This design comes from an exercise in tuning for small area on the open sky130 flow, not from production work.
Where RTL was checked, it was by simulation tests only, not by an equivalence proof against the original.
For run 2, only the layout was checked, not whether the RTL still works.
Power is estimated from default activity; no workload was simulated. No driver is modelled on the clock port, so clocking that relies on it looks cheaper here than on a real chip.

## design/flow/constraint.sdc

```tcl
create_clock -name core_clock -period 4.5 [get_ports {clk}]
set_input_delay 0.9000 -clock core_clock [delete_from_list [all_inputs] [get_ports {clk}]]
set_output_delay 0.9000 -clock core_clock [all_outputs]
set_load 0.01 [all_outputs]
```

## design/flow/standard.sh

```bash
#!/bin/bash
# synth_recipe.tcl (not shown) runs the flow's synth.tcl, then flattens the netlist and writes it again
# the make line also repeats each setting of config.mk as NAME=value (left out here)
make -C /OpenROAD-flow-scripts/flow DESIGN_CONFIG=/design/flow/config.mk WORK_HOME=/design/flow/orfs CLKGATE_MAP_FILE= SYNTH_SCRIPT=/design/flow/synth_recipe.tcl "${@:-finish}"
```

## design/flow/config.mk

```make
export PLATFORM = sky130hd
export DESIGN_NAME = msix_shim_top
export DESIGN_NICKNAME = msix_shim_top
export VERILOG_FILES = /design/flow/design.v
export SDC_FILE = /design/flow/constraint.sdc
export NUM_CORES = 4
export LEC_CHECK = 0
export CAP_MARGIN = 20
export CORE_MARGIN = 2
export CORE_UTILIZATION = 40
export SLEW_MARGIN = 20
```

## design/flow/flow/knobs.sh

```bash
CTS_SIZE=20; CTS_DIAM=60; CTS_BUFS="sky130_fd_sc_hd__clkbuf_4 sky130_fd_sc_hd__clkbuf_8"
```

## design/flow/design.v

```verilog
`default_nettype none
package msix_pkg;
    localparam int HDR_W  = 64;
    localparam int DATA_W = 64;
    localparam int BEAT_W = HDR_W + DATA_W;
    typedef enum logic [7:0] {
        KIND_MRD  = 8'h00,
        KIND_MWR  = 8'h40,
        KIND_CPL  = 8'h4a,
        KIND_INTR = 8'h30
    } kind_t;
    localparam logic [3:0] CPL_OK          = 4'h0;
    localparam logic [3:0] CPL_UNSUPPORTED = 4'h1;
    typedef struct packed {
        kind_t       kind;
        logic [3:0]  bar;
        logic [3:0]  length;
        logic [7:0]  tag;
        logic [39:0] addr;
    } req_hdr_t;
    typedef struct packed {
        kind_t       kind;
        logic [15:0] vector;
        logic [39:0] rsvd;
    } intr_hdr_t;
    typedef union packed {
        req_hdr_t  req;
        intr_hdr_t intr;
    } hdr_word_u;
endpackage
`default_nettype wire
`timescale 1ns/1ps
`default_nettype none
module msix_shim_top #(
    parameter int TABLE_SIZE    = 8,
    parameter int TABLE_OFFSET  = 32'h2000,
    parameter int MSIX_BAR      = 0,
    parameter int BAR_LOG2_SIZE = 14
) (
    input  logic                        clk,
    input  logic                        rst_n,
    input  logic                        rx_in_valid,
    output logic                        rx_in_ready,
    input  logic [msix_pkg::BEAT_W-1:0] rx_in_data,
    input  logic                        rx_in_last,
    output logic                        rx_out_valid,
    input  logic                        rx_out_ready,
    output logic [msix_pkg::BEAT_W-1:0] rx_out_data,
    output logic                        rx_out_last,
    input  logic                        tx_in_valid,
    output logic                        tx_in_ready,
    input  logic [msix_pkg::BEAT_W-1:0] tx_in_data,
    input  logic                        tx_in_last,
    output logic                        tx_out_valid,
    input  logic                        tx_out_ready,
    output logic [msix_pkg::BEAT_W-1:0] tx_out_data,
    output logic                        tx_out_last
);
    logic [1023:0] ring;
    logic [4:0]    phase;
    logic          clearing;
    logic          rx_sop;
    logic          tx_sop;
    logic          half;        
    logic [31:0] st31, st30, st1, st0;
    assign st31 = ring[1023:992];
    assign st30 = ring[991:960];
    assign st1  = ring[63:32];
    assign st0  = ring[31:0];
    logic [7:0] rx_kind;
    logic [3:0] rx_len;
    logic [4:0] rx_w;
    logic       is_tbl, is_wr, len2, form_ok, ph_w, ph_pair;
    logic       wr_now, wr_acc, cpl_go;
    assign rx_kind = rx_in_data[63:56];
    assign rx_len  = rx_in_data[51:48];
    assign rx_w    = rx_in_data[6:2];
    assign is_tbl  = rx_sop && (rx_kind[7] == 1'b0) && (rx_kind[5:0] == 6'd0) &&
                     (rx_in_data[55:52] == 4'd0) &&
                     (rx_in_data[13:7] == 7'b1000000);
    assign is_wr   = rx_kind[6];
    assign len2    = (rx_len == 4'd2);
    assign form_ok = (rx_len == 4'd1) || (len2 && !rx_in_data[2]);
    assign ph_w    = (phase == rx_w);
    assign ph_pair = (phase[4:1] == rx_w[4:1]);
    assign wr_now = rx_in_valid && is_tbl && is_wr && form_ok && !clearing &&
                    (len2 ? (ph_pair && (!phase[0] || half)) : ph_w);
    assign wr_acc = len2 ? phase[0] : 1'b1;
    assign cpl_go = rx_in_valid && is_tbl && !is_wr && !clearing && ph_w && tx_sop;
    assign rx_out_valid = rx_in_valid && !is_tbl;
    assign rx_out_data  = rx_in_data;
    assign rx_out_last  = rx_in_last;
    assign rx_in_ready = !is_tbl ? rx_out_ready :
                         is_wr   ? (!form_ok || (wr_now && wr_acc)) :
                                   (cpl_go && tx_out_ready);
    logic       is_intr, vec_big, intr_slot, intr_go;
    assign is_intr   = tx_sop && (tx_in_data[63:56] == 8'h30);
    assign vec_big   = |tx_in_data[55:43];
    assign intr_slot = !clearing && !wr_now && (phase == {tx_in_data[42:40], 2'b10});
    assign intr_go   = intr_slot && !vec_big && !st30[0] && !cpl_go;
    assign tx_in_ready = is_intr ? (vec_big || (intr_slot && (st30[0] || (!cpl_go && tx_out_ready))))
                                 : (!cpl_go && tx_out_ready);
    assign tx_out_valid = cpl_go || (tx_in_valid && (is_intr ? intr_go : !cpl_go));
    always_comb begin
        if (cpl_go) begin
            tx_out_data = {(form_ok && len2) ? st30 : 32'h0,
                           form_ok ? st31 : 32'h0,
                           8'h4a, 3'b000, !form_ok, rx_in_data[51:0]};
            tx_out_last = 1'b1;
        end else if (is_intr) begin
            tx_out_data = {32'h0, st31, 8'h40, 4'h0, 4'd1, 8'h00, st0[7:0], st1};
            tx_out_last = 1'b1;
        end else begin
            tx_out_data = tx_in_data;
            tx_out_last = tx_in_last;
        end
    end
    always_ff @(posedge clk) begin
        if (!rst_n) begin
            phase    <= 5'd0;
            clearing <= 1'b1;
            rx_sop   <= 1'b1;
            tx_sop   <= 1'b1;
            half     <= 1'b0;
        end else begin
            half  <= wr_now && len2 && !phase[0];
            phase <= phase + 5'd1;
            if (phase == 5'd31) clearing <= 1'b0;
            if (rx_in_valid && rx_in_ready) rx_sop <= rx_in_last;
            if (tx_in_valid && tx_in_ready) tx_sop <= tx_in_last;
        end
    end
    logic [31:0] ring_in;
    always_comb begin
        if (wr_now)
            ring_in = (len2 && phase[0]) ? rx_in_data[127:96] : rx_in_data[95:64];
        else if (clearing)
            ring_in = 32'h0;
        else
            ring_in = st31;
    end
    always_ff @(posedge clk) begin
        ring <= {ring[991:0], ring_in};
    end
endmodule
`default_nettype wire
```

## design/flow/flow/run.sh

```bash
#!/bin/bash
set -euo pipefail
source flow/knobs.sh
CTS_ARGS_V="-sink_clustering_enable -repair_clock_nets -dont_use_dummy_load"
[[ -n "${CTS_SIZE:-}" ]] && CTS_ARGS_V+=" -sink_clustering_size ${CTS_SIZE}"
[[ -n "${CTS_DIAM:-}" ]] && CTS_ARGS_V+=" -sink_clustering_max_diameter ${CTS_DIAM}"
[[ -n "${CTS_BUFS:-}" ]] && CTS_ARGS_V+=" -buf_list {${CTS_BUFS}}"

bash standard.sh \
  BUFFER_PORTS_ARGS="-buffer_cell sky130_fd_sc_hd__buf_1" \
  CTS_ARGS="${CTS_ARGS_V}" \
  finish > make_finish.log 2>&1
```

==> results.tsv, run 1 <==
metric	value	unit
outcome	complete, no violations	
cts_htree_levels	3	
fin_worst_skew	114	ps
setup.worst_path.end	tx_out_data[72]	
drcViolationCount	0	
pwr_density_cell	482	mW/mm²
clk_pin_slew	110	ps
worst_supply_voltage_drop_on_vdd	0.297	mV
synth-adder-area-share	0.152	%
path_cells	buf_1 > nor4b_2 > buf_4 > nand4_1 > or4_4 > mux2i_4 > buf_4 > a22o_1 > buf_1	
tritoncts_clock_tree	done	
wire_length_of_the_first_global_routing_pass	69300	µm
vias	12300	
mostFrequentLayoutCell	dfxtp_1	
rr_worst_depth	7	
post_synth_num_cell_types	49	
first_global_vias	12000	
layout_min_cycle_time	4300	ps
unrepaired_setup_endpoints_after_global_routing	false	
gr-usage-met1	19.4	%
floorplan.rows	91	
timing.critical_path.to_type	output port	
gr-usage-met3	3.71	%
crit_slowest_cell	or4_4	
crit_start	rx_in_data[60]	
critical_path_arrival	3400	ps
cts-hold-fix-buffers	0	
final_antenna_net_count	0	
firstDrtPassIters	5	
clock-sinks	1033	
worst_slew_pin_tran	632	ps
timing.slew.headroom	57.7	%
finalSetupViolations	0	
layout_cell_share_with_drive_strength_beyond_1	5.47	%
synth-seq-area-share	83.7	%
timing.rr.end	tx_sop	
finalHoldViolCount	0	
detail_route.wl_per_cell	16.4	µm
die_area	0.0638	mm²
cts-root-to-sink-buffers	3	
critical_path.max_stage_delay	690	ps
worst-setup-path-type	in -> out	
instance_count_on_the_critical_path	9	
cts_resized	0	
die_x_extent	253	µm
drt_wl_total	46800	µm
placement.io_buffers	525	
synth_compound_area_share	4.07	%
number_of_buffers_and_inverters_on_the_critical_path	4	
die_height	253	µm
detailedPlacementHpwl	32500	µm
finish.net_count	2336	
cp-start-kind	input port	
gr-total-overflow	0	
max_freq	232	MHz
r2r-start	rx_sop	
postSynthCellCount	1624	
synth_simple_gate_area_share	3.77	%
finalSetupTns	0	ps
mappedNetlistArea	0.0247	mm²
mostFrequentLayoutCells	dfxtp_1 (1,033), buf_1 (522), mux2i_1 (74)	
grt_util_all_layers	14.4	%
clock_latency	660	ps
core_area	0.0614	mm²
whs_path_depth	0	
clock_root_cell	clkbuf_8	
io-pin-count	526	
mean_cell_area_of_the_mapped_netlist	15.2	µm²
crit_required	3600	ps
yosys.area_share.xor_xnor	0.355	%
gp_congestion	0.912	
initial_utilization	40.2	%
startpoint_of_the_worst_hold_path	ring[129]	
area.growth.synth_to_final	12.1	%
maximum_fanout_count_along_the_critical_path	14	
synth_top_family_by_area	buffers and inverters	
detailedRoute.firstIterationViolations	487	
leakage	11.1	nW
cts-buffers-inserted	66	
grt_start_max_net_pins	87	
avgViaCountPerCell	4.30	
grt_busiest_layer	met2	
max_slew_violation_total_from_the_final_report	0	
total_nets_after_synthesis	1891	
minimum_setup_slack_among_reg_to_reg_paths	1940	ps
synth_warnings	1	
grt_util_met2	22.3	%
hold-worst-slack	228	ps
timing.max_cap.violations	0	
cts.repair_timing.setup_buffer_count	0	
postSynthRegisterBits	1033	
antenna_found_initial	3	
final_min_period_over_clock_period	95.6	%
worst_path_dominant_cell_family	simple AND/OR/NAND/NOR gates	
post_synth_mux_area_share	3.05	%
min_path_type	reg -> reg	
==> where the power goes <==
| group | total (mW) | internal [mW] | switching, mW |
|---|---|---|---|
| Combinational | 0.410 | 0.168 | 0.242 |
| Sequential | 9.15 | 9.14 | 0.00541 |
| Clock | 3.80 | 1.33 | 2.47 |
==> per-stage QoR <==
| stage | utilization (%) | instances | cell area, µm² | setup slack, ps | total power [mW] |
|---|---|---|---|---|---|
| 6_report | 45.1 | 2861 | 27700 | 197 | 13.4 |
| 3_3_place_gp | 43.6 | 2791 | 26800 | 244 | 9.76 |
| 4_1_cts | 45.1 | 2857 | 27700 | 222 | 13.6 |
| 2_1_floorplan | - | 1624 | 24700 | 913 | 9.61 |
| 5_1_grt | 45.1 | 2860 | 27700 | 153 | 13.9 |
| 3_5_place_dp | 43.6 | 2791 | 26800 | 229 | 9.76 |
==> worst min path at each step <==
stage | endpoint | slack, ps
detailed placement | ring[235] | 310
floorplan | ring[100] | 310
CTS | ring[161] | 220
global route | ring[161] | 210
global placement | ring[391] | 310
finish | ring[161] | 230
==> kinds of logic after synthesis <==
kind of cell,count (synthesis)
fa+ha+maj,3
simple gates,180
flops,1033
xor+xnor,10
compound gates,145
mux,75
buf+inv,178
==> synth_stat cells (all sizes together) <==
cell type / count / share of area (%)
a21bo: 1 / 0.041
a21o: 1 / 0.030
a21oi: 36 / 0.73
a221oi: 2 / 0.096
a22o: 64 / 2.3
a311oi: 1 / 0.035
a31oi: 1 / 0.025
and2: 7 / 0.19
and3: 8 / 0.20
and4: 1 / 0.035
buf: 146 / 4.4
clkbuf: 29 / 0.44
clkinv: 1 / 0.015
dfxtp: 1033 / 84
ha: 3 / 0.15
inv: 2 / 0.030
mux2i: 75 / 3.1
nand2: 33 / 0.50
nand2b: 5 / 0.13
nand3: 48 / 0.97
nand4: 5 / 0.13
nor2: 44 / 0.67
nor2b: 10 / 0.25
nor3: 4 / 0.10
nor3b: 2 / 0.061
nor4: 5 / 0.18
nor4b: 3 / 0.18
o211ai: 1 / 0.030
o21ai: 35 / 0.71
o21bai: 1 / 0.030
o311ai: 1 / 0.035
o31a: 1 / 0.035
or2: 1 / 0.025
or3: 1 / 0.025
or3b: 1 / 0.035
or4: 1 / 0.030
or4b: 1 / 0.056
xnor2: 7 / 0.25
xor2: 3 / 0.11
==> sequential cells by signal (all words and copies together), names as in the netlist <==
name and flops:
ring 1024, phase 5, clearing 1, half 1
rx_sop 1, tx_sop 1
==> routing by layer <==
layer  vias to the layer above  share of wire, %
li1                       6013                 -
met3                       105               6.4
met5                         -             0.028
met4                         2               3.0
met1                      5738                47
met2                       445                44
==> cell type report <==
cell class | count | area [µm²]
flip-flops and latches | 1033 | 20700
inverters | 3 | 11.3
repair buffers | 552 | 2250
diodes | 4 | 10.0
well taps | 790 | 988
multi-input cells | 413 | 2850
fillers | 5464 | 33700
clock buffers | 66 | 908
==> run 2, diff against run 1 <==
--- a/design/flow/design.v
+++ b/design/flow/design.v
@@ -102,17 +102,20 @@
                                  : (!cpl_go && tx_out_ready);
     assign tx_out_valid = cpl_go || (tx_in_valid && (is_intr ? intr_go : !cpl_go));
+    logic sel_p, sel_c, sel_i, sel_c_lo, sel_c_hi;
+    assign sel_c    = cpl_go;
+    assign sel_i    = !cpl_go && is_intr;
+    assign sel_p    = !cpl_go && !is_intr;
+    assign sel_c_lo = cpl_go && form_ok;
+    assign sel_c_hi = cpl_go && form_ok && len2;
     always_comb begin
-        if (cpl_go) begin
-            tx_out_data = {(form_ok && len2) ? st30 : 32'h0,
-                           form_ok ? st31 : 32'h0,
-                           8'h4a, 3'b000, !form_ok, rx_in_data[51:0]};
-            tx_out_last = 1'b1;
-        end else if (is_intr) begin
-            tx_out_data = {32'h0, st31, 8'h40, 4'h0, 4'd1, 8'h00, st0[7:0], st1};
-            tx_out_last = 1'b1;
-        end else begin
-            tx_out_data = tx_in_data;
-            tx_out_last = tx_in_last;
-        end
+        tx_out_data[127:96] = ({32{sel_p}} & tx_in_data[127:96]) | ({32{sel_c_hi}} & st30);
+        tx_out_data[95:64]  = ({32{sel_p}} & tx_in_data[95:64]) | ({32{sel_c_lo || sel_i}} & st31);
+        tx_out_data[63:56]  = ({8{sel_p}} & tx_in_data[63:56]) | (sel_c ? 8'h4a : 8'h00) | (sel_i ? 8'h40 : 8'h00);
+        tx_out_data[55:52]  = ({4{sel_p}} & tx_in_data[55:52]) | {3'b000, sel_c && !form_ok};
+        tx_out_data[51:48]  = ({4{sel_p}} & tx_in_data[51:48]) | ({4{sel_c}} & rx_in_data[51:48]) | {3'b000, sel_i};
+        tx_out_data[47:40]  = ({8{sel_p}} & tx_in_data[47:40]) | ({8{sel_c}} & rx_in_data[47:40]);
+        tx_out_data[39:32]  = ({8{sel_p}} & tx_in_data[39:32]) | ({8{sel_c}} & rx_in_data[39:32]) | ({8{sel_i}} & st0[7:0]);
+        tx_out_data[31:0]   = ({32{sel_p}} & tx_in_data[31:0]) | ({32{sel_c}} & rx_in_data[31:0]) | ({32{sel_i}} & st1);
+        tx_out_last         = tx_in_last || !sel_p;
     end
     always_ff @(posedge clk) begin
@@ -132,12 +135,10 @@
     end
     logic [31:0] ring_in;
-    always_comb begin
-        if (wr_now)
-            ring_in = (len2 && phase[0]) ? rx_in_data[127:96] : rx_in_data[95:64];
-        else if (clearing)
-            ring_in = 32'h0;
-        else
-            ring_in = st31;
-    end
+    logic        in_lo, in_hi, in_keep;
+    assign in_hi   = wr_now && len2 && phase[0];
+    assign in_lo   = wr_now && !(len2 && phase[0]);
+    assign in_keep = !wr_now && !clearing;
+    assign ring_in = ({32{in_lo}} & rx_in_data[95:64]) | ({32{in_hi}} & rx_in_data[127:96]) |
+                     ({32{in_keep}} & st31);
     always_ff @(posedge clk) begin
         ring <= {ring[991:0], ring_in};
==> design/flow/flow/knobs.sh (replaced) <==
CTS_SIZE=30; CTS_DIAM=100
--- a/design/flow/config.mk
+++ b/design/flow/config.mk
@@ -8,4 +8,5 @@
 export CAP_MARGIN = 20
 export CORE_MARGIN = 2
-export CORE_UTILIZATION = 40
+export CORE_UTILIZATION = 60
+export PLACE_DENSITY = 0.7
 export SLEW_MARGIN = 20
==> run 2 against run 1 <==
Still clean on timing, DRC and antenna. Synthesized area rose by 0.22%. Clock skew fell by 4.4 ps. Critical path depth did not move. Sequential share of layout area rose by 0.62 points. Fmax fell by 0.95%. Worst hold slack improved by 48 ps. Via count rose by 4.9%. Combinational power rose by 5.4%. Clock power rose by 9.2%. Cell area fell by 0.82%. Global-route usage rose by 13 points. Non-clock buffer count fell by 6. Critical path type unchanged. Highest routed layer unchanged.
==> results.tsv, run 2 <==
metric	value	unit
crit_start	rx_in_valid	
finalSetupViolations	0	
postPlaceCellArea	0.0264	mm²
maximum_fanout_count_along_the_critical_path	22	
fin_worst_skew	109	ps
synth_warnings	1	
leakage	10.8	nW
clock-sinks	1033	
finalInstanceArea	0.0275	mm²
worst-setup-path-type	in -> out	
critical_path.max_stage_delay	460	ps
asyncSetResetFlopFracSynth	0	%
cts_htree_levels	2	
core_area	0.0407	mm²
crit_slowest_cell	nor4b_2	
clock_latency	580	ps
post_synth_num_cell_types	47	
grt_util_all_layers	27.0	%
synth_edf_count	0	
die_x_extent	207	µm
finalHoldViolCount	0	
finish.net_count	2323	
num-fill-cells	2678	
layout_min_cycle_time	4340	ps
finalSetupTns	0	ps
clock_root_cell	clkbuf_16	
final_min_period_over_clock_period	96.5	%
largest_registers	ring: 1024 flops, phase: 5 flops	
clk_pin_slew	100	ps
synth_most_common_cell	dfxtp_1	
avgViaCountPerCell	4.98	
detailedPlacementHpwl	40600	µm
initial_utilization	60.8	%
number_of_buffers_and_inverters_on_the_critical_path	4	
synthDominantCellAreaShare	83.5	%
crit_required	3600	ps
tritoncts_clock_tree	done	
detail_route.wl_per_cell	23.0	µm
path_cells	buf_1 > nand2b_1 > nor4b_2 > and3_4 > buf_4 > and3_2 > buf_6 > a22o_1 > buf_1	
area.growth.synth_to_final	10.9	%
detailedRoute.firstIterationViolations	932	
worst_supply_voltage_drop_on_vdd	0.338	mV
critical_path_arrival	3440	ps
drt_wl_total	59500	µm
first_global_vias	13300	
seqCellArea	0.0207	mm²
cts-root-to-sink-buffers	3	
synthTopCellsByArea	dfxtp_1 (84%), buf_4 (3.9%), mux2i_1 (2.7%), a22o_1 (2.3%), nand3_1 (1.0%)	
worst_path_dominant_cell_family	simple AND/OR/NAND/NOR gates	
wire_length_of_the_first_global_routing_pass	84900	µm
die_area	0.0429	mm²
mostFrequentLayoutCells	dfxtp_1 (1,033), buf_1 (525), mux2i_1 (67)	
timing.max_cap.violations	0	
timing.slew.headroom	41.4	%
critPathMostFrequentCell	buf_1	
synth_flop_cell	dfxtp_1	
io-pin-count	526	
drcViolationCount	0	
min_path_type	reg -> reg	
postSynthRegisterBits	1033	
rr_worst_depth	6	
regMostFlops	ring	
die_height	207	µm
pwr_density_cell	500	mW/mm²
postSynthCellCount	1641	
mean_cell_area_of_the_mapped_netlist	15.1	µm²
max_freq	230	MHz
mostFrequentLayoutCell	dfxtp_1	
outcome	complete, no violations	
worst_slew_pin_tran	876	ps
gr-total-overflow	0	
whs_path_depth	0	
largest_register_ffs	1024	
timing.critical_path.to_type	output port	
firstDrtPassIters	5	
max_slew_violation_total_from_the_final_report	0	
vias	12900	
hold-worst-slack	276	ps
gp_congestion	1.05	
cts-buffers-inserted	41	
placement.io_buffers	525	
synth-seq-area-share	83.5	%
instance_count_on_the_critical_path	9	
layout_cell_share_with_drive_strength_beyond_1	3.85	%
total_nets_after_synthesis	1908	
final_antenna_net_count	0	
cp-start-kind	input port	
startpoint_of_the_worst_hold_path	ring[1]	
antenna_found_initial	5	
unrepaired_setup_endpoints_after_global_routing	false	
r2r-start	phase[1]	
synth_area_leader_cell	dfxtp_1	
floorplan.rows	74	
mappedNetlistArea	0.0248	mm²
synth.top_cells.by_count	dfxtp_1 (1,033), buf_4 (130), mux2i_1 (67)	
multi_input_comb_area	0.00291	mm²
grt_start_max_net_pins	67	
## run 2: cell count changes after synthesis, sizes merged, moves of 6 or more
| cell | previous run | this run |
|---|---|---|
| buf | 146 | 160 |
| a21oi | 36 | 42 |
| clkbuf | 29 | 15 |
| nand2 | 33 | 45 |
| mux2i | 75 | 67 |
## run 2: layout make-up
cell class	count	area share (%)
Antenna cell	4	0.0364
Clock buffer	41	3.74
Multi-Input combinational cell	429	10.6
Tap cell	532	2.42
Sequential cell	1033	75.3
Timing Repair Buffer	546	7.85
Inverter	5	0.0683
## run 2: path summary, 6_finish.rpt
kind / end / slack (ps)
max reg2reg: ring[23] / 1680
min: ring[33] / 280
min reg2reg: ring[33] / 280
max: tx_out_data[116] / 160
## run 2: metrics by stage
| step | worst slack [ps] | total power, mW | instances | util (%) |
|---|---|---|---|---|
| 6_report | 156 | 13.7 | 2590 | 67.4 |
| 3_3_place_gp | 182 | 9.77 | 2544 | 64.8 |
| 3_5_place_dp | 45.7 | 9.78 | 2544 | 64.8 |
| 5_1_grt | 64.6 | 14.1 | 2589 | 67.4 |
| 4_1_cts | 24.0 | 13.8 | 2586 | 67.3 |
| 2_1_floorplan | 1290 | 9.61 | 1641 | - |
## run 2: cells by family (layout without fill, tap and decap cells)
group	Yosys count	in the layout	share of synthesized area, %
muxes	68	68	2.77
adders and majority gates	3	3	0.152
AOI/OAI and AO/OA	153	153	4.15
buffers and inverters	180	592	4.99
xor gates and xnor gates	10	10	0.354
DFF	1033	1033	83.5
and+or+nand+nor	194	195	4.05
other	0	4	0
## run 2: timing repair
action | CTS | global route
resized for setup | 2 | 2
pin swaps | 1 | 0
setup endpoints to repair | 5 | 21
buffers inserted | 0 | 0
hold endpoints to repair | 0 | 0
gates cloned | 1 | 0
hold buffers | 0 | 0
## run 2: worst reg2reg max path, cell delays in order (launching register included)
cell and delay (ps):
dfxtp_1 530, xor2_1 170, nor3_4 450, and4b_1 350
nand3_2 470, buf_12 390, o21ai_1 410
## run 2: power by group
part | switching [mW] | internal, mW | total, mW
logic | 0.267 | 0.165 | 0.432
clock network | 2.50 | 1.65 | 4.15
registers | 0.00712 | 9.14 | 9.15
total | 2.78 | 11.0 | 13.7
## run 2: per-layer routing
layer  wire length, µm  vias to the layer above  share of wire, %  global-route usage [%]
met3              3090                      113               5.2                    5.02
met4              1760                        2               3.0                    8.47
li1                  -                     6007                 -                       -
met1             24300                     6252                41                    33.7
met5                15                        -             0.025                       0
met2             30300                      530                51                    47.8
==> run 3, diff against run 2 <==
--- a/design/flow/design.v
+++ b/design/flow/design.v
@@ -102,4 +102,9 @@
                                  : (!cpl_go && tx_out_ready);
     assign tx_out_valid = cpl_go || (tx_in_valid && (is_intr ? intr_go : !cpl_go));
+    logic [31:0] ring_in;
+    logic        in_lo, in_hi, in_keep;
+    assign in_hi   = wr_now && len2 && phase[0];
+    assign in_lo   = wr_now && !(len2 && phase[0]);
+    assign in_keep = !wr_now && !clearing;
     logic sel_p, sel_c, sel_i, sel_c_lo, sel_c_hi;
     assign sel_c    = cpl_go;
@@ -108,13 +113,18 @@
     assign sel_c_lo = cpl_go && form_ok;
     assign sel_c_hi = cpl_go && form_ok && len2;
+    for (genvar i = 0; i < 32; i++) begin : g_o
+        msix_ao2 u_hi (.a(tx_in_data[96+i]), .sa(sel_p), .b(st30[i]), .sb(sel_c_hi), .y(tx_out_data[96+i]));
+        msix_ao2 u_lo (.a(tx_in_data[64+i]), .sa(sel_p), .b(st31[i]), .sb(sel_c_lo || sel_i), .y(tx_out_data[64+i]));
+        msix_ao3 u_ad (.a(tx_in_data[i]), .sa(sel_p), .b(rx_in_data[i]), .sb(sel_c), .c(st1[i]), .sc(sel_i), .y(tx_out_data[i]));
+        msix_ao3 u_in (.a(rx_in_data[64+i]), .sa(in_lo), .b(rx_in_data[96+i]), .sb(in_hi), .c(st31[i]), .sc(in_keep), .y(ring_in[i]));
+    end
+    for (genvar i = 0; i < 8; i++) begin : g_a
+        msix_ao3 u_ah (.a(tx_in_data[32+i]), .sa(sel_p), .b(rx_in_data[32+i]), .sb(sel_c), .c(st0[i]), .sc(sel_i), .y(tx_out_data[32+i]));
+        msix_ao2 u_tg (.a(tx_in_data[40+i]), .sa(sel_p), .b(rx_in_data[40+i]), .sb(sel_c), .y(tx_out_data[40+i]));
+    end
     always_comb begin
-        tx_out_data[127:96] = ({32{sel_p}} & tx_in_data[127:96]) | ({32{sel_c_hi}} & st30);
-        tx_out_data[95:64]  = ({32{sel_p}} & tx_in_data[95:64]) | ({32{sel_c_lo || sel_i}} & st31);
         tx_out_data[63:56]  = ({8{sel_p}} & tx_in_data[63:56]) | (sel_c ? 8'h4a : 8'h00) | (sel_i ? 8'h40 : 8'h00);
         tx_out_data[55:52]  = ({4{sel_p}} & tx_in_data[55:52]) | {3'b000, sel_c && !form_ok};
         tx_out_data[51:48]  = ({4{sel_p}} & tx_in_data[51:48]) | ({4{sel_c}} & rx_in_data[51:48]) | {3'b000, sel_i};
-        tx_out_data[47:40]  = ({8{sel_p}} & tx_in_data[47:40]) | ({8{sel_c}} & rx_in_data[47:40]);
-        tx_out_data[39:32]  = ({8{sel_p}} & tx_in_data[39:32]) | ({8{sel_c}} & rx_in_data[39:32]) | ({8{sel_i}} & st0[7:0]);
-        tx_out_data[31:0]   = ({32{sel_p}} & tx_in_data[31:0]) | ({32{sel_c}} & rx_in_data[31:0]) | ({32{sel_i}} & st1);
         tx_out_last         = tx_in_last || !sel_p;
     end
@@ -134,11 +144,4 @@
         end
     end
-    logic [31:0] ring_in;
-    logic        in_lo, in_hi, in_keep;
-    assign in_hi   = wr_now && len2 && phase[0];
-    assign in_lo   = wr_now && !(len2 && phase[0]);
-    assign in_keep = !wr_now && !clearing;
-    assign ring_in = ({32{in_lo}} & rx_in_data[95:64]) | ({32{in_hi}} & rx_in_data[127:96]) |
-                     ({32{in_keep}} & st31);
     always_ff @(posedge clk) begin
         ring <= {ring[991:0], ring_in};
@@ -146,2 +149,14 @@
 endmodule
 `default_nettype wire
+module msix_ao2 (
+    input  logic a, sa, b, sb,
+    output logic y
+);
+    assign y = (a && sa) || (b && sb);
+endmodule
+module msix_ao3 (
+    input  logic a, sa, b, sb, c, sc,
+    output logic y
+);
+    assign y = (a && sa) || (b && sb) || (c && sc);
+endmodule
==> design/flow/flow/knobs.sh (replaced) <==
CTS_SIZE=12; CTS_DIAM=50; CTS_BUFS="sky130_fd_sc_hd__clkbuf_4"
--- a/design/flow/config.mk
+++ b/design/flow/config.mk
@@ -11,2 +11,3 @@
 export PLACE_DENSITY = 0.7
 export SLEW_MARGIN = 20
+export SYNTH_HIERARCHICAL = 1
==> run 3 against run 2 <==
Highest routed layer unchanged. Global-route usage decreased by 5.7 points. Largest cell class unchanged. Sequential power about the same. Clock power is 18% lower. Register-to-register slack improved by 60 ps.
==> results.tsv, run 3 <==
metric	value	unit
final_critical_path_setup_slack	116	ps
detailedRoute.firstIterationViolations	1139	
antenna_found_initial	4	
synth_edf_count	0	
cp-start-kind	input port	
cts-hold-fix-buffers	0	
timing.slew.headroom	54.0	%
path_cells	buf_1 > or4b_2 > nor2_1 > and3_4 > nand2_1 > and2_4 > buf_12 > a222oi_1 > inv_1 > buf_1	
clk_pin_slew	120	ps
tritoncts_clock_tree	done	
pwr_density_cell	484	mW/mm²
cts.repair_timing.setup_buffer_count	0	
floorplan.rows	73	
post_synth_num_cell_types	44	
synth-seq-area-share	85.8	%
clock-sinks	1033	
wire_length_of_the_first_global_routing_pass	66400	µm
detailedPlacementHpwl	30700	µm
timing.critical_path.to_type	output port	
outcome	complete, no violations	
gp_congestion	0.956	
cts_resized	1	
unrepaired_setup_endpoints_after_global_routing	false	
clock_latency	800	ps
total_nets_after_synthesis	1773	
placement.io_buffers	525	
synthTopCellsByArea	dfxtp_1 (86%), buf_4 (4.0%), a222oi_1 (3.0%), a22o_1 (2.6%), inv_1 (1.2%)	
finalSetupTns	0	ps
maximum_fanout_count_along_the_critical_path	48	
io-pin-count	526	
finalHoldViolCount	0	
final_min_period_over_clock_period	97.4	%
critPathMostFrequentCell	buf_1	
hold-worst-slack	243	ps
crit_slowest_cell	or4b_2	
highest_layer	met5	
postSynthCellCount	1506	
grt_start_max_net_pins	49	
largest_register_ffs	1024	
routedLengthMet1	21000	µm
fin_cells	2553	
worst_slew_pin_tran	690	ps
fin_worst_skew	71.1	ps
worst-setup-path-type	in -> out	
layout_cell_share_with_drive_strength_beyond_1	7.12	%
firstDrtPassIters	10	
leakage	10.8	nW
core_area	0.0397	mm²
asyncSetResetFlopFracSynth	0	%
synth_flop_cell	dfxtp_1	
critical_path.max_stage_delay	750	ps
mean_cell_area_of_the_mapped_netlist	16.0	µm²
critical_path_arrival	3480	ps
avgViaCountPerCell	4.91	
clock_root_cell	clkbuf_4	
routed-wl-met3	3100	µm
cts_htree_levels	3	
die_height	204	µm
finish.utilization	67.5	%
detail_route.wl_per_cell	17.7	µm
mappedNetlistArea	0.0241	mm²
gr-total-overflow	0	
synth_area_leader_cell	dfxtp_1	
layout_min_cycle_time	4380	ps
max_freq	228	MHz
die_area	0.0418	mm²
worst_supply_voltage_drop_on_vdd	0.365	mV
num-fill-cells	2879	
min_path_type	reg -> reg	
finish.net_count	2291	
finalSetupViolations	0	
area.growth.synth_to_final	11.2	%
initial_utilization	60.7	%
largest_registers	ring: 1024 flops, phase: 5 flops	
grt_util_all_layers	21.4	%
first_global_vias	11600	
synth.top_cells.by_count	dfxtp_1 (1,033), buf_4 (129), inv_1 (80)	
synthDominantCellAreaShare	85.8	%
regMostFlops	ring	
routed_wire_length_on_met2	20100	µm
timing.max_cap.violations	0	
die_x_extent	204	µm
placement.setup.worst_slack	170	ps
drcViolationCount	0	
cts-buffers-inserted	98	
crit_required	3600	ps
postSynthRegisterBits	1033	
synth_most_common_cell	dfxtp_1	
dp.cells	2449	
final_antenna_net_count	0	
max_slew_violation_total_from_the_final_report	0	
drt_wl_total	45300	µm
cts-root-to-sink-buffers	3	
synth_warnings	7	
mostFrequentLayoutCell	dfxtp_1	
vias	12500	
mostFrequentLayoutCells	dfxtp_1 (1,032), buf_1 (525), clkbuf_4 (98)	
==> run 3: final cells by class <==
type	instances	area (µm²)	area share, %
multi-input cells	260	2190	8.17
well taps	525	657	2.45
clock buffers	98	736	2.74
repair buffers	551	2220	8.28
flip-flops and latches	1033	20700	77.2
inverters	80	304	1.13
diodes	6	15.0	0.0560
==> run 3: per-module statistics from Yosys (local to each module, per instance) <==
module / cells inside / area, µm² / flip-flops and latches / copies in the design
msix_ao2: 1 / 8.76 / 0 / 72
msix_shim_top: 1290 / 22500 / 1033 / 1
msix_ao3: 2 / 13.8 / 0 / 72
==> run 3: path summary, 6_finish.rpt <==
kind	startpoint	to	slack [ps]	cells past startpoint
hold reg to reg	ring[356]	ring[388]	240	0
setup reg to reg	phase[1]	ring[18]	1740	7
hold / removal	ring[356]	ring[388]	240	0
setup / recovery	rx_in_data[60]	tx_out_data[31]	120	10
==> run 3: report_power, final <==
part / internal, mW / switching [mW]
Combinational: 0.165 / 0.237
Clock: 1.01 / 2.42
Sequential: 9.14 / 0.00607
==> run 3: cells by family after synthesis <==
group,share of synthesized area (%)
adder cells (fa/ha/maj),0.156
flip-flops,85.8
XOR/XNOR,0.363
AO/OA/AOI/OAI,6.13
AND/OR/NAND/NOR,2.17
buffers and inverters,5.36
multiplexers,0.0415
==> run 3: per-stage QoR <==
stage	cell area (µm²)	total power, mW
floorplan	24100	9.60
global placement	26000	9.75
detailed placement	26000	9.75
CTS	26800	13.1
global route	26800	13.5
finish	26800	13.0
==> run 3: critical path: cells and delay by family <==
family	cells	cell delay, ps
AO/OA/AOI/OAI	1	450
buffers and inverters	4	510
AND/OR/NAND/NOR	5	1560
==> run 3: routing by layer <==
layer / vias up / track usage [%]
li1: 5935 / -
met1: 5975 / 31.1
met2: 548 / 31.8
met3: 81 / 4.67
met4: 2 / 7.69
met5: - / 0
==> run 4, diff against run 3 <==
==> design/flow/flow/knobs.sh (replaced) <==
CTS_SIZE=10; CTS_DIAM=50; CTS_BUFS="sky130_fd_sc_hd__clkbuf_4"
==> run 4 against run 3 <==
Sequential power hardly changed. Highest routed layer unchanged. Worst setup slack better by 44 ps. Routed wire length hardly changed. Via count is 0.46% higher. Die area stayed put. Register-to-register slack worse by 140 ps. Still clean on timing, DRC and antenna. Clock skew is 6.7 ps lower. Total power is 1.3% higher. Sequential share of layout area is 0.30 points lower. Critical endpoint is now tx_out_data[22]. Critical path type unchanged.
==> results.tsv, run 4 <==
metric	value	unit
mostFrequentLayoutCells	dfxtp_1 (1,032), buf_1 (525), clkbuf_4 (114)	
synth_flop_cell	dfxtp_1	
whs_path_depth	0	
finalHoldViolCount	0	
finalSetupViolations	0	
startpoint_of_the_worst_hold_path	ring[16]	
outcome	complete, no violations	
rr_worst_depth	7	
drt_wl_total	45300	µm
hold-worst-slack	278	ps
die_height	204	µm
regMostFlops	ring	
worst_supply_voltage_drop_on_vdd	0.294	mV
area.growth.synth_to_final	11.6	%
finish.utilization	67.7	%
mappedNetlistArea	0.0241	mm²
synth.top_cells.by_count	dfxtp_1 (1,033), buf_4 (129), inv_1 (80)	
total_nets_after_synthesis	1773	
die_area	0.0418	mm²
firstDrtPassIters	11	
post_synth_num_cell_types	44	
minimum_setup_slack_among_reg_to_reg_paths	1600	ps
multi_input_comb_area	0.00218	mm²
asyncSetResetFlopFracSynth	0	%
detail_route.wl_per_cell	17.7	µm
core_area	0.0397	mm²
die_x_extent	204	µm
vias	12600	
postSynthRegisterBits	1033	
finish.net_count	2307	
clock_latency	770	ps
dp.cells	2449	
gp_congestion	0.956	
placement.io_buffers	525	
floorplan.rows	73	
final_min_period_over_clock_period	96.5	%
fin_cells	2565	
grt_util_all_layers	21.4	%
final_antenna_net_count	0	
avgViaCountPerCell	4.91	
initial_utilization	60.7	%
wire_length_of_the_first_global_routing_pass	66600	µm
crit_required	3600	ps
max_freq	230	MHz
finalSetupTns	0	ps
maximum_fanout_count_along_the_critical_path	48	
cts-hold-fix-buffers	0	
timing.rr.end	ring[18]	
postSynthCellCount	1506	
postPlaceCellArea	0.0260	mm²
timing.slew.headroom	55.4	%
tritoncts_clock_tree	done	
synth-seq-area-share	85.8	%
synthDominantCellAreaShare	85.8	%
num-fill-cells	2885	
layout_min_cycle_time	4340	ps
cp-start-kind	input port	
synth_edf_count	0	
leakage	10.9	nW
timing.max_cap.violations	0	
seqCellArea	0.0207	mm²
cts.repair_timing.setup_buffer_count	0	
clk_pin_slew	90	ps
synthTopCellsByArea	dfxtp_1 (86%), buf_4 (4.0%), a222oi_1 (3.0%), a22o_1 (2.6%), inv_1 (1.2%)	
unrepaired_setup_endpoints_after_global_routing	false	
pwr_density_cell	488	mW/mm²
detailedRoute.firstIterationViolations	1074	
hold-path-endpoint	ring[48]	
synth_warnings	7	
largest_register_ffs	1024	
synth_area_leader_cell	dfxtp_1	
first_global_vias	11700	
cts-root-to-sink-buffers	3	
critical_path_arrival	3440	ps
crit_start	rx_in_data[60]	
cts_htree_levels	3	
clock_root_cell	clkbuf_4	
clock-sinks	1033	
layout_cell_share_with_drive_strength_beyond_1	7.80	%
cts-buffers-inserted	114	
io-pin-count	526	
detailedPlacementHpwl	30700	µm
synth_most_common_cell	dfxtp_1	
timing.critical_path.to_type	output port	
drcViolationCount	0	
mostFrequentLayoutCell	dfxtp_1	
gr-total-overflow	0	
r2r-start	phase[1]	
mean_cell_area_of_the_mapped_netlist	16.0	µm²
min_path_type	reg -> reg	
max_slew_violation_total_from_the_final_report	0	
grt_start_max_net_pins	49	
fin_worst_skew	64.4	ps
antenna_found_initial	3	
finalInstanceArea	0.0269	mm²
largest_registers	ring: 1024 flops, phase: 5 flops	
worst_slew_pin_tran	669	ps
worst-setup-path-type	in -> out	
[run 4: cell counts after synthesis]
Identical to the previous run, type by type.
[run 4: modules after synthesis, one instance, submodules excluded]
| module | flip-flops and latches | cells inside | copies in the design |
|---|---|---|---|
| msix_shim_top | 1033 | 1290 | 1 |
| msix_ao3 | 0 | 2 | 72 |
| msix_ao2 | 0 | 1 | 72 |
[run 4: through the flow]
stage | total power, mW | worst slack [ps]
floorplan | 9.60 | 98.2
global placement | 9.75 | 277
detailed placement | 9.75 | 170
CTS | 13.3 | 135
global route | 13.7 | 45.7
finish | 13.1 | 160
[run 4: metal layers]
layer  part of all wire (%)  GRT usage (%)  vias up  wire length, µm
li1                       -              -     5971                -
met1                     46           30.8     5996            21100
met2                     45           32.0      551            20300
met3                    6.3           4.32       79             2870
met4                    2.4           8.51        2             1090
met5                  0.029              0        -               13
[run 4: final cells by class]
cell class / instances / share of cell area [%]
clock buffer: 114 / 3.18
antenna: 2 / 0.0186
inverter: 80 / 1.13
sequential: 1033 / 76.9
multi-input combinational: 260 / 8.12
timing repair buffer: 551 / 8.25
tap: 525 / 2.44
[run 4: worst max path at each step]
stage               depth (start not counted)               to  slack (ps)
finish                                     10  tx_out_data[22]         160
global route                                9  tx_out_data[19]          50
CTS                                        10  tx_out_data[22]         130
detailed placement                         11  tx_out_data[22]         170
global placement                           11  tx_out_data[19]         280
floorplan                                   8  tx_out_data[64]         100
[run 4: report_power, final]
group          internal, mW  switching (mW)
logic                 0.165           0.237
registers              9.14         0.00609
clock network          1.16            2.43
total                  10.5            2.67
[run 4: what timing repair did]
action                                  in CTS  in global routing
resized for setup                            1                  2
gates cloned                                 0                  0
pin swaps                                    0                  0
endpoints found under the setup margin       3                 40
hold endpoints to repair                     0                  0
[run 4: critical path, cell delays in order]
cell	delay, ps
buf_1	90
or4b_2	740
nor2_1	140
and3_4	230
nand2_1	150
and2_4	280
buf_12	200
a222oi_1	420
inv_1	70
buf_1	130
[run 4: logic make-up after synthesis]
group	share of synthesized area, %
AOI/OAI and AO/OA	6.13
xor gates and xnor gates	0.363
adders and majority gates	0.156
buffers and inverters	5.36
DFF	85.8
muxes	0.0415
and+or+nand+nor	2.17
==> run 5, diff against run 4 <==
==> design/flow/flow/knobs.sh (replaced) <==
CTS_SIZE=14; CTS_DIAM=50; CTS_BUFS="sky130_fd_sc_hd__clkbuf_4 sky130_fd_sc_hd__clkbuf_8"
==> run 5 against run 4 <==
Combinational power about the same. Sequential share of layout area decreased by 0.94 points. Routed wire length increased by 0.67%. Total power increased by 4.9%. Worst setup slack got worse by 21 ps. Core utilization increased by 0.84 points. Synthesized area unchanged. Non-clock buffer count unchanged. Sequential power about the same. Count of clock-buffer cells in the layout decreased by 27. Critical path depth unchanged. Critical path type unchanged.
==> results.tsv, run 5 <==
metric	value	unit
clk_pin_slew	90	ps
r2r-start	phase[1]	
critical_path_arrival	3460	ps
final_min_period_over_clock_period	96.9	%
rr_worst_depth	7	
avgViaCountPerCell	4.90	
critical_path.max_stage_delay	740	ps
cts-buffers-inserted	87	
tritoncts_clock_tree	done	
finalSetupTns	0	ps
synth_edf_count	0	
worst_slew_pin_tran	678	ps
cts_htree_levels	3	
clock-sinks	1033	
detailedPlacementHpwl	30700	µm
minimum_setup_slack_among_reg_to_reg_paths	1620	ps
vias	12400	
synthDominantCellAreaShare	85.8	%
synth_most_common_cell	dfxtp_1	
clock_root_cell	clkbuf_8	
finalSetupViolations	0	
drt_wl_total	45600	µm
p_total	13.8	mW
timing.critical_path.to_type	output port	
mostFrequentLayoutCell	dfxtp_1	
crit_slowest_cell	or4b_2	
timing.max_cap.violations	0	
layout_min_cycle_time	4360	ps
grt_util_all_layers	21.4	%
grt_start_max_net_pins	49	
synth_flop_cell	dfxtp_1	
finish.net_count	2280	
swShare	20.0	%
seqPwrFrac	66.3	%
path_cells	buf_1 > or4b_2 > nor2_1 > and3_4 > nand2_1 > and2_4 > buf_12 > a222oi_1 > inv_1 > buf_1	
timing.slew.headroom	54.8	%
largest_register_ffs	1024	
net-switching-power	2.76	mW
gr-total-overflow	0	
drcViolationCount	0	
worst_supply_voltage_drop_on_vdd	0.333	mV
layout_cell_share_with_drive_strength_beyond_1	6.51	%
die_height	204	µm
postSynthRegisterBits	1033	
crit_required	3600	ps
max_freq	229	MHz
leakage	11.0	nW
floorplan.rows	73	
firstDrtPassIters	9	
synth_warnings	7	
largest_registers	ring: 1024 flops, phase: 5 flops	
cp-start-kind	input port	
unrepaired_setup_endpoints_after_global_routing	false	
p_comb_share	2.9	%
die_area	0.0418	mm²
total_nets_after_synthesis	1773	
share_clk_of_total_power	30.8	%
regMostFlops	ring	
gp_congestion	0.956	
placement.io_buffers	525	
post_synth_num_cell_types	44	
first_global_vias	11500	
maximum_fanout_count_along_the_critical_path	48	
cts-root-to-sink-buffers	3	
detailedRoute.firstIterationViolations	1142	
antenna_found_initial	2	
io-pin-count	526	
postSynthCellCount	1506	
core_area	0.0397	mm²
worst-setup-path-type	in -> out	
outcome	complete, no violations	
hold-path-endpoint	ring[43]	
finalHoldViolCount	0	
pwr_density_cell	506	mW/mm²
critPathMostFrequentCell	buf_1	
synth-seq-area-share	85.8	%
mostFrequentLayoutCells	dfxtp_1 (1,032), buf_1 (525), clkbuf_8 (87)	
asyncSetResetFlopFracSynth	0	%
max_slew_violation_total_from_the_final_report	0	
clock_latency	630	ps
fin_worst_skew	59.9	ps
final_antenna_net_count	0	
synth.top_cells.by_count	dfxtp_1 (1,033), buf_4 (129), inv_1 (80)	
mappedNetlistArea	0.0241	mm²
number_of_buffers_and_inverters_on_the_critical_path	4	
internal_power	11.0	mW
mean_cell_area_of_the_mapped_netlist	16.0	µm²
synthTopCellsByArea	dfxtp_1 (86%), buf_4 (4.0%), a222oi_1 (3.0%), a22o_1 (2.6%), inv_1 (1.2%)	
worst_path_dominant_cell_family	simple AND/OR/NAND/NOR gates	
startpoint_of_the_worst_hold_path	ring[11]	
initial_utilization	60.7	%
detail_route.wl_per_cell	18.0	µm
min_path_type	reg -> reg	
wire_length_of_the_first_global_routing_pass	66500	µm
area.growth.synth_to_final	13.0	%
synth_area_leader_cell	dfxtp_1	
timing.rr.end	ring[18]	
die_x_extent	204	µm
whs_path_depth	0	
-- run 5: timing repair --
action	in CTS	in global routing
hold buffers	0	0
setup endpoints to repair	0	13
setup buffers	0	0
resized for setup	0	2
-- run 5: area by class of cell --
class,count,area (µm²)
Sequential cell,1033,20700
Inverter,80,304
Timing Repair Buffer,551,2220
Fill cell,2799,12500
Clock buffer,87,1200
Antenna cell,1,2.50
Tap cell,525,657
Multi-Input combinational cell,260,2180
-- run 5: worst max-delay path by stage --
stage	start	endpoint	slack (ps)	depth (start not counted)
5_1_grt	rx_in_data[56]	tx_out_data[19]	60	10
3_3_place_gp	rx_in_data[56]	tx_out_data[19]	280	11
3_5_place_dp	rx_in_data[56]	tx_out_data[22]	170	11
6_report	rx_in_data[60]	tx_out_data[31]	140	10
2_1_floorplan	rx_in_data[56]	tx_out_data[64]	100	8
4_1_cts	rx_in_data[60]	tx_out_data[22]	160	11
-- run 5: per-stage QoR --
step,util [%],area (µm²),instances,hold WS (ps),worst slack [ps]
finish,68.6,27200,2537,276,138
detailed placement,65.5,26000,2449,312,170
global route,68.6,27200,2537,286,60.5
floorplan,-,24100,1506,310,98.2
global placement,65.5,26000,2449,310,277
CTS,68.5,27200,2536,274,161
-- run 5: power groups by stage --
stage,combinational (mW),sequential (mW),clock [mW]
floorplan,0.248,9.35,0
detailed placement,0.395,9.36,0
global route,0.431,9.14,4.73
finish,0.402,9.14,4.24
CTS,0.398,9.14,4.40
global placement,0.394,9.36,0
-- run 5: cell families after synthesis --
logic type / count (synthesis) / synth area share (%)
XOR/XNOR: 10 / 0.363
AO/OA/AOI/OAI: 163 / 6.13
multiplexers: 1 / 0.0415
adder cells (fa/ha/maj): 3 / 0.156
flip-flops: 1033 / 85.8
buffers and inverters: 213 / 5.36
AND/OR/NAND/NOR: 83 / 2.17
-- run 5: metal layers --
layer / wire length, µm / part of all wire, % / global-route usage (%)
met3: 2990 / 6.6 / 4.16
met5: 13 / 0.028 / 0
met1: 21300 / 47 / 31.1
met4: 1070 / 2.4 / 7.53
met2: 20300 / 44 / 32.2
-- run 5: worst register-to-register path: cells and delay by family (launching register included) --
| family | cells | cell delay, ps |
|---|---|---|
| and+or+nand+nor | 4 | 1430 |
| AOI/OAI and AO/OA | 1 | 700 |
| DFF | 1 | 360 |
| xor gates and xnor gates | 1 | 150 |
| buffers and inverters | 1 | 100 |
-- run 5: per-module statistics from Yosys (local to each module, per instance) --
module	cells inside	flops+latches
msix_ao3	2	0
msix_ao2	1	0
msix_shim_top	1290	1033
==> run 6, diff against run 5 <==
==> design/flow/flow/knobs.sh (replaced) <==
CTS_SIZE=36; CTS_DIAM=45; CTS_BUFS="sky130_fd_sc_hd__clkbuf_16"
==> run 6 against run 5 <==
Still clean. Fmax increased by 0.29%. Flip-flop and latch count unchanged. Sequential share of layout area decreased by 0.43 points. Synthesized area unchanged. Critical path depth unchanged. Combinational power about the same. Count of clock-buffer cells in the layout decreased by 33. First-iteration DRC count increased by 0.53%. Clock power increased by 9.9%. Critical path type unchanged. Critical endpoint is now tx_out_data[22].
==> results.tsv, run 6 <==
metric	value	unit
outcome	complete, no violations	
p_comb_share	2.8	%
cts.repair_timing.setup_buffer_count	0	
mappedNetlistArea	0.0241	mm²
synth_area_leader_cell	dfxtp_1	
avgViaCountPerCell	4.90	
cts-hold-fix-buffers	0	
fin_worst_skew	71.1	ps
timing.slew.headroom	52.8	%
die_x_extent	204	µm
critical_path_arrival	3450	ps
floorplan.rows	73	
path_cells	buf_1 > or4b_2 > nor2_1 > and3_4 > nand2_1 > and2_4 > buf_12 > a222oi_1 > inv_1 > buf_1	
gr-total-overflow	0	
num-fill-cells	2764	
detail_route.wl_per_cell	18.5	µm
max_freq	230	MHz
final_antenna_net_count	0	
worst_path_dominant_cell_family	simple AND/OR/NAND/NOR gates	
synthDominantCellAreaShare	85.8	%
initial_utilization	60.7	%
drcViolationCount	0	
postSynthRegisterBits	1033	
swShare	19.5	%
core_area	0.0397	mm²
min_path_type	reg -> reg	
detailedRoute.firstIterationViolations	1148	
internal_power	11.4	mW
finalSetupViolations	0	
worst-setup-path-type	in -> out	
clock-sinks	1033	
layout_min_cycle_time	4350	ps
unrepaired_setup_endpoints_after_global_routing	false	
startpoint_of_the_worst_hold_path	ring[110]	
firstDrtPassIters	9	
leakage	11.0	nW
synth_warnings	7	
synth-seq-area-share	85.8	%
crit_start	rx_in_data[60]	
post_synth_num_cell_types	44	
layout_cell_share_with_drive_strength_beyond_1	4.95	%
die_area	0.0418	mm²
timing.critical_path.to_type	output port	
clock_latency	610	ps
cts-root-to-sink-buffers	3	
finish.net_count	2247	
timing.max_cap.violations	0	
seqPwrFrac	64.4	%
cts-buffers-inserted	54	
r2r-start	phase[1]	
net-switching-power	2.77	mW
worst_supply_voltage_drop_on_vdd	0.426	mV
tritoncts_clock_tree	done	
gp_congestion	0.956	
wire_length_of_the_first_global_routing_pass	66600	µm
first_global_vias	11300	
mean_cell_area_of_the_mapped_netlist	16.0	µm²
regMostFlops	ring	
cts_htree_levels	2	
cp-start-kind	input port	
finalHoldViolCount	0	
drt_wl_total	46200	µm
placement.io_buffers	525	
mostFrequentLayoutCell	dfxtp_1	
share_clk_of_total_power	32.8	%
clock_root_cell	clkbuf_16	
synth_flop_cell	dfxtp_1	
final_min_period_over_clock_period	96.6	%
cts_resized	0	
io-pin-count	526	
finalInstanceArea	0.0274	mm²
postSynthCellCount	1506	
finalSetupTns	0	ps
number_of_buffers_and_inverters_on_the_critical_path	4	
synthTopCellsByArea	dfxtp_1 (86%), buf_4 (4.0%), a222oi_1 (3.0%), a22o_1 (2.6%), inv_1 (1.2%)	
largest_registers	ring: 1024 flops, phase: 5 flops	
area.growth.synth_to_final	13.6	%
detailedPlacementHpwl	30700	µm
critical_path.max_stage_delay	740	ps
postPlaceCellArea	0.0260	mm²
grt_util_all_layers	21.5	%
critPathMostFrequentCell	buf_1	
mostFrequentLayoutCells	dfxtp_1 (1,032), buf_1 (525), inv_1 (79)	
asyncSetResetFlopFracSynth	0	%
crit_required	3600	ps
antenna_found_initial	2	
synth_most_common_cell	dfxtp_1	
die_height	204	µm
total_nets_after_synthesis	1773	
worst_slew_pin_tran	707	ps
max_slew_violation_total_from_the_final_report	0	
grt_start_max_net_pins	49	
pwr_density_cell	519	mW/mm²
synth.top_cells.by_count	dfxtp_1 (1,033), buf_4 (129), inv_1 (80)	
clk_pin_slew	120	ps
vias	12300	
synth_edf_count	0	
crit_slowest_cell	or4b_2	
largest_register_ffs	1024	
maximum_fanout_count_along_the_critical_path	48	
-- run 6: per-layer routing --
layer | track usage [%] | wire length (µm) | vias up
met5 | 0 | 13 | -
met4 | 6.94 | 990 | 2
met3 | 3.60 | 2900 | 75
met2 | 33.0 | 20800 | 532
met1 | 31.4 | 21500 | 5846
li1 | - | - | 5817
-- run 6: through the flow --
step / hold WS [ps] / setup WS [ps] / cells / utilization (%) / power, mW
after floorplan: 310 / 98.2 / 1506 / - / 9.60
after global placement: 310 / 277 / 2449 / 65.5 / 9.75
after detailed placement: 312 / 170 / 2449 / 65.5 / 9.75
after CTS: 273 / 156 / 2503 / 68.9 / 14.3
after global routing: 263 / 58.5 / 2504 / 68.9 / 14.7
final: 268 / 151 / 2504 / 68.9 / 14.2
-- run 6: power groups by stage --
| stage | clock network (mW) | logic [mW] | registers [mW] |
|---|---|---|---|
| final | 4.66 | 0.403 | 9.15 |
| after global placement | 0 | 0.394 | 9.36 |
| after detailed placement | 0 | 0.395 | 9.36 |
| after global routing | 5.10 | 0.431 | 9.15 |
| after floorplan | 0 | 0.248 | 9.35 |
| after CTS | 4.80 | 0.398 | 9.15 |
-- run 6: final timing paths --
path	endpoint	slack [ps]	cells after the start
worst min register to register	ring[142]	270	0
worst min-delay path	ring[142]	270	0
worst max register to register	ring[29]	1660	7
worst max-delay path	tx_out_data[22]	150	10
-- run 6: final cells by class --
class | count | area (µm²) | area share, %
timing repair buffer | 551 | 2220 | 8.10
clock buffer | 54 | 1350 | 4.93
antenna | 1 | 2.50 | 0.00913
tap | 525 | 657 | 2.40
inverter | 80 | 304 | 1.11
multi-input combinational | 260 | 2180 | 7.95
sequential | 1033 | 20700 | 75.5
-- run 6: worst reg2reg max path: cells and delay by family, from the launching register on --
kind,cells,cell delay (ps)
simple gates,4,1430
compound gates,1,730
flops,1,350
xor+xnor,1,150
buf+inv,1,90
-- run 6: Yosys stat by module (local to each module, per instance) --
module | area [µm²] | flip-flops and latches | copies in the design
msix_ao3 | 13.8 | 0 | 72
msix_shim_top | 22500 | 1033 | 1
msix_ao2 | 8.76 | 0 | 72
-- run 6: kinds of logic (layout without fill, tap and decap cells) --
family	Yosys count	in the layout	share of synthesized area (%)
AND/OR/NAND/NOR	83	83	2.17
buffers and inverters	213	685	5.36
XOR/XNOR	10	10	0.363
multiplexers	1	1	0.0415
flip-flops	1033	1033	85.8
AO/OA/AOI/OAI	163	163	6.13
adder cells (fa/ha/maj)	3	3	0.156
other	0	1	0
==> run 7, diff against run 6 <==
==> design/flow/flow/knobs.sh (replaced) <==
CTS_SIZE=30; CTS_DIAM=100
==> run 7 against run 6 <==
Sequential share of layout area is 0.98 points higher. Critical path type unchanged. Core utilization down 0.88 points. Flip-flop and latch count unchanged. Cell area shrank 1.3%. Critical path depth unchanged. Register-to-register slack is essentially flat. Clock skew is 20 ps lower. Die area is the same. Combinational power is essentially flat. Largest power group unchanged. First-iteration DRC count is 0.17% lower. Count of clock-buffer cells in the layout decreased by 14. Total power fell by 4.4%.
==> results.tsv, run 7 <==
metric	value	unit
synth_area_leader_cell	dfxtp_1	
layout_cell_share_with_drive_strength_beyond_1	4.28	%
vias	12200	
unrepaired_setup_endpoints_after_global_routing	false	
postSynthCellCount	1506	
mean_cell_area_of_the_mapped_netlist	16.0	µm²
layout_min_cycle_time	4350	ps
final_min_period_over_clock_period	96.7	%
outcome	complete, no violations	
worst_slew_pin_tran	669	ps
cts-root-to-sink-buffers	3	
synth_warnings	7	
minimum_setup_slack_among_reg_to_reg_paths	1650	ps
wire_length_of_the_first_global_routing_pass	65900	µm
net-switching-power	2.67	mW
synthTopCellsByArea	dfxtp_1 (86%), buf_4 (4.0%), a222oi_1 (3.0%), a22o_1 (2.6%), inv_1 (1.2%)	
leakage	10.8	nW
antenna_found_initial	2	
cts.repair_timing.setup_buffer_count	0	
mappedNetlistArea	0.0241	mm²
p_comb_share	3.0	%
clock-sinks	1033	
num-fill-cells	2810	
mostFrequentLayoutCells	dfxtp_1 (1,032), buf_1 (525), inv_1 (79)	
synth.top_cells.by_count	dfxtp_1 (1,033), buf_4 (129), inv_1 (80)	
grt_util_all_layers	21.1	%
final_antenna_net_count	0	
floorplan.rows	73	
worst_supply_voltage_drop_on_vdd	0.413	mV
startpoint_of_the_worst_hold_path	ring[608]	
finish.net_count	2233	
finalSetupViolations	0	
drcViolationCount	0	
total_nets_after_synthesis	1773	
gr-total-overflow	0	
drt_wl_total	45700	µm
synth_most_common_cell	dfxtp_1	
crit_slowest_cell	or4b_2	
critical_path.max_stage_delay	740	ps
cp-start-kind	input port	
core_area	0.0397	mm²
max_slew_violation_total_from_the_final_report	0	
timing.critical_path.to_type	output port	
area.growth.synth_to_final	12.2	%
worst-setup-path-type	in -> out	
placement.io_buffers	525	
detailedPlacementHpwl	30700	µm
detailedRoute.firstIterationViolations	1146	
clock_latency	560	ps
largest_registers	ring: 1024 flops, phase: 5 flops	
min_path_type	reg -> reg	
die_x_extent	204	µm
first_global_vias	11200	
synth_edf_count	0	
max_freq	230	MHz
die_area	0.0418	mm²
finalHoldViolCount	0	
synthDominantCellAreaShare	85.8	%
mostFrequentLayoutCell	dfxtp_1	
share_clk_of_total_power	29.7	%
maximum_fanout_count_along_the_critical_path	48	
fin_worst_skew	51.2	ps
rr_worst_depth	7	
placement.setup.worst_slack	170	ps
finish.utilization	68.1	%
post_synth_num_cell_types	44	
clock_root_cell	clkbuf_16	
timing.rr.end	ring[18]	
clk_pin_slew	100	ps
firstDrtPassIters	9	
worst_path_dominant_cell_family	simple AND/OR/NAND/NOR gates	
hold-path-endpoint	ring[640]	
critical_path_arrival	3450	ps
asyncSetResetFlopFracSynth	0	%
io-pin-count	526	
grt_start_max_net_pins	49	
gp_congestion	0.956	
largest_register_ffs	1024	
number_of_buffers_and_inverters_on_the_critical_path	4	
r2r-start	phase[1]	
swShare	19.6	%
regMostFlops	ring	
cts-buffers-inserted	40	
detail_route.wl_per_cell	18.3	µm
final_critical_path_setup_slack	149	ps
finalSetupTns	0	ps
path_cells	buf_1 > or4b_2 > nor2_1 > and3_4 > nand2_1 > and2_4 > buf_12 > a222oi_1 > inv_1 > buf_1	
tritoncts_clock_tree	done	
critPathMostFrequentCell	buf_1	
die_height	204	µm
instance_count_on_the_critical_path	10	
pwr_density_cell	502	mW/mm²
whs_path_depth	0	
timing.slew.headroom	55.4	%
initial_utilization	60.7	%
cts_htree_levels	2	
avgViaCountPerCell	4.91	
postSynthRegisterBits	1033	
timing.max_cap.violations	0	
crit_required	3600	ps
internal_power	10.9	mW
seqPwrFrac	67.3	%
synth-seq-area-share	85.8	%
p_total	13.6	mW
synth_flop_cell	dfxtp_1	
-- run 7: cell counts after synthesis --
No cell type changed its count.
-- run 7: stage by stage --
stage	hold WS [ps]	cells	instance area, µm²
after detailed placement	312	2449	26000
final	298	2490	27000
after floorplan	310	1506	24100
after global placement	310	2449	26000
after CTS	299	2489	27000
after global routing	312	2490	27000
-- run 7: cells by family (layout without fill, tap and decap cells) --
kind of cell               count (synthesis)  after routing  synth area share [%]
adders and majority gates                  3              3                 0.156
buffers and inverters                    213            671                  5.36
AOI/OAI and AO/OA                        163            163                  6.13
DFF                                     1033           1033                  85.8
muxes                                      1              1                0.0415
xor gates and xnor gates                  10             10                 0.363
and+or+nand+nor                           83             83                  2.17
other                                      0              1                     0
-- run 7: layout make-up --
class                   count  area, µm²  area share [%]
flip-flops and latches   1033      20700            76.5
repair buffers            551       2220            8.21
multi-input cells         260       2180            8.05
clock buffers              40       1000            3.70
well taps                 525        657            2.43
inverters                  80        304            1.12
diodes                      1       2.50         0.00925
-- run 7: worst max path at each step --
stage | start | end
5_1_grt | rx_in_data[56] | tx_out_data[5]
4_1_cts | rx_in_data[60] | tx_out_data[22]
3_5_place_dp | rx_in_data[56] | tx_out_data[22]
3_3_place_gp | rx_in_data[56] | tx_out_data[19]
6_report | rx_in_data[60] | tx_out_data[22]
2_1_floorplan | rx_in_data[56] | tx_out_data[64]
-- run 7: repair_timing --
| action | CTS | global route |
|---|---|---|
| gates resized for setup | 0 | 2 |
| hold buffers | 0 | 0 |
| setup endpoints to repair | 0 | 5 |
| endpoints found under the hold margin | 0 | 0 |
-- run 7: power groups by stage --
stage                     clock (mW)  sequential (mW)  combinational (mW)
final                           4.03             9.15               0.402
after detailed placement           0             9.36               0.395
after global routing            4.46             9.15               0.432
after global placement             0             9.36               0.394
after floorplan                    0             9.35               0.248
after CTS                       4.15             9.15               0.398
-- run 7: Yosys stat by module (local to each module, per instance) --
module | cell area [µm²] | flip-flops and latches
msix_shim_top | 22500 | 1033
msix_ao2 | 8.76 | 0
msix_ao3 | 13.8 | 0
-- run 7: worst register-to-register path, stage by stage, from the launching register on --
cell and delay (ps):
dfxtp_1 370, xor2_1 150, nor3_1 440, nand3_1 190
nand4b_4 310, and2_2 490, a222oi_1 690, inv_1 100
-- run 7: per-layer routing --
layer  wire [µm]  track usage, %  share of wire (%)  up-vias
met5           0               0                  0        -
met4        1100            6.13                2.4        0
met3        2930            3.19                6.4       82
met2       20300            32.2                 44      510
met1       21400            31.5                 47     5851
li1            -               -                  -     5793
==> run 8, diff against run 7 <==
==> design/flow/flow/knobs.sh (replaced) <==
CTS_SIZE=20; CTS_DIAM=60; CTS_BUFS="sky130_fd_sc_hd__clkbuf_8"
==> run 8 against run 7 <==
Still clean. First-iteration DRC count fell by 1.9%. Clock power fell by 12%. Fmax fell by 0.32%. Synthesized cell count did not move. Global-route usage fell by 0.14 points. Worst hold slack got worse by 19 ps. Critical path type unchanged. Critical endpoint is now tx_out_data[31].
==> results.tsv, run 8 <==
metric	value	unit
total_nets_after_synthesis	1773	
pwr_density_cell	488	mW/mm²
detailedRoute.firstIterationViolations	1124	
grt_util_all_layers	21.0	%
max_freq	229	MHz
drt_wl_total	45100	µm
io-pin-count	526	
core_area	0.0397	mm²
unrepaired_setup_endpoints_after_global_routing	false	
placement.io_buffers	525	
regMostFlops	ring	
timing.critical_path.to_type	output port	
cp-start-kind	input port	
layout_min_cycle_time	4360	ps
mean_cell_area_of_the_mapped_netlist	16.0	µm²
antenna_found_initial	2	
fin_worst_skew	70.3	ps
worst_supply_voltage_drop_on_vdd	0.323	mV
cts-buffers-inserted	59	
final_critical_path_setup_slack	135	ps
clock_root_cell	clkbuf_8	
cts-root-to-sink-buffers	3	
timing.max_cap.violations	0	
leakage	10.8	nW
wire_length_of_the_first_global_routing_pass	65300	µm
finalSetupTns	0	ps
synthDominantCellAreaShare	85.8	%
drcViolationCount	0	
critical_path_arrival	3460	ps
synth_area_leader_cell	dfxtp_1	
synth_most_common_cell	dfxtp_1	
mostFrequentLayoutCells	dfxtp_1 (1,032), buf_1 (525), inv_1 (79)	
worst_slew_pin_tran	682	ps
synth_flop_cell	dfxtp_1	
clock_latency	670	ps
synth-seq-area-share	85.8	%
worst-setup-path-type	in -> out	
asyncSetResetFlopFracSynth	0	%
cts-hold-fix-buffers	0	
mappedNetlistArea	0.0241	mm²
avgViaCountPerCell	4.87	
placement.setup.worst_slack	170	ps
vias	12200	
finalHoldViolCount	0	
mostFrequentLayoutCell	dfxtp_1	
postSynthCellCount	1506	
grt_start_max_net_pins	49	
clk_pin_slew	100	ps
final_antenna_net_count	0	
synthTopCellsByArea	dfxtp_1 (86%), buf_4 (4.0%), a222oi_1 (3.0%), a22o_1 (2.6%), inv_1 (1.2%)	
timing.slew.headroom	54.6	%
outcome	complete, no violations	
finish.net_count	2252	
cts.repair_timing.setup_buffer_count	0	
p_total	13.1	mW
min_path_type	reg -> reg	
largest_register_ffs	1024	
postSynthRegisterBits	1033	
synth_edf_count	0	
final_min_period_over_clock_period	97.0	%
cts_resized	0	
die_x_extent	204	µm
die_height	204	µm
gr-total-overflow	0	
first_global_vias	11200	
synth.top_cells.by_count	dfxtp_1 (1,033), buf_4 (129), inv_1 (80)	
die_area	0.0418	mm²
detail_route.wl_per_cell	18.0	µm
post_synth_num_cell_types	44	
largest_registers	ring: 1024 flops, phase: 5 flops	
initial_utilization	60.7	%
==> run 8: cell counts after synthesis <==
Identical to the previous run, type by type.
==> run 8: per-stage QoR <==
step	area [µm²]	hold slack, ps	cells
floorplan	24100	310	1506
global route	26900	275	2509
finish	26900	278	2509
detailed placement	26000	312	2449
global placement	26000	310	2449
CTS	26800	282	2508
==> run 8: critical path, cell delays in order <==
cell,delay (ps)
buf_1,90
or4b_2,740
nor2_1,140
and3_4,230
nand2_1,150
and2_4,280
buf_12,200
a222oi_1,430
inv_1,80
buf_1,140
==> run 8: modules after synthesis, one instance, submodules excluded <==
module         area, µm²  times used  cells inside  flip-flops and latches
msix_shim_top      22500           1          1290                    1033
msix_ao2            8.76          72             1                       0
msix_ao3            13.8          72             2                       0
==> run 8: cell type report <==
type                            instances  area, µm²
Multi-Input combinational cell        260       2180
Tap cell                              525        657
Antenna cell                            1       2.50
Inverter                               80        304
Timing Repair Buffer                  551       2220
Sequential cell                      1033      20700
Clock buffer                           59        812
Fill cell                            2849      12900
==> run 8: cells by family (layout without fill, tap and decap cells) <==
group,Yosys count,count (layout),synth area share (%)
buffers and inverters,213,690,5.36
other,0,1,0
adder cells (fa/ha/maj),3,3,0.156
AND/OR/NAND/NOR,83,83,2.17
AO/OA/AOI/OAI,163,163,6.13
multiplexers,1,1,0.0415
flip-flops,1033,1033,85.8
XOR/XNOR,10,10,0.363
==> run 8: final timing paths <==
kind,from,end,slack (ps),cells past startpoint
worst max-delay path,rx_in_data[60],tx_out_data[31],140,10
worst min-delay path,ring[772],ring[804],280,0
worst max register to register,phase[1],ring[29],1630,7
worst min register to register,ring[772],ring[804],280,0
==> run 8: layer usage <==
metal / up-vias / share of wire [%] / track usage [%]
met5: - / 0.029 / 0
met4: 2 / 2.4 / 7.17
met3: 70 / 6.9 / 3.62
met2: 526 / 44 / 31.3
met1: 5817 / 47 / 31.2
li1: 5809 / - / -
==> run 8: where the power goes <==
| group | internal (mW) | switching, mW |
|---|---|---|
| Sequential | 9.14 | 0.00612 |
| Combinational | 0.165 | 0.237 |
| Clock | 1.18 | 2.38 |
| Total | 10.5 | 2.63 |

Check on run 8: ideal ports give 0.135 ns setup slack; a clkbuf_16 on the clock port and buf_2 on the inputs give 0.098 ns; moving port delays by the midpoint clock arrival (0.690 ns) as well gives 0.098 ns.
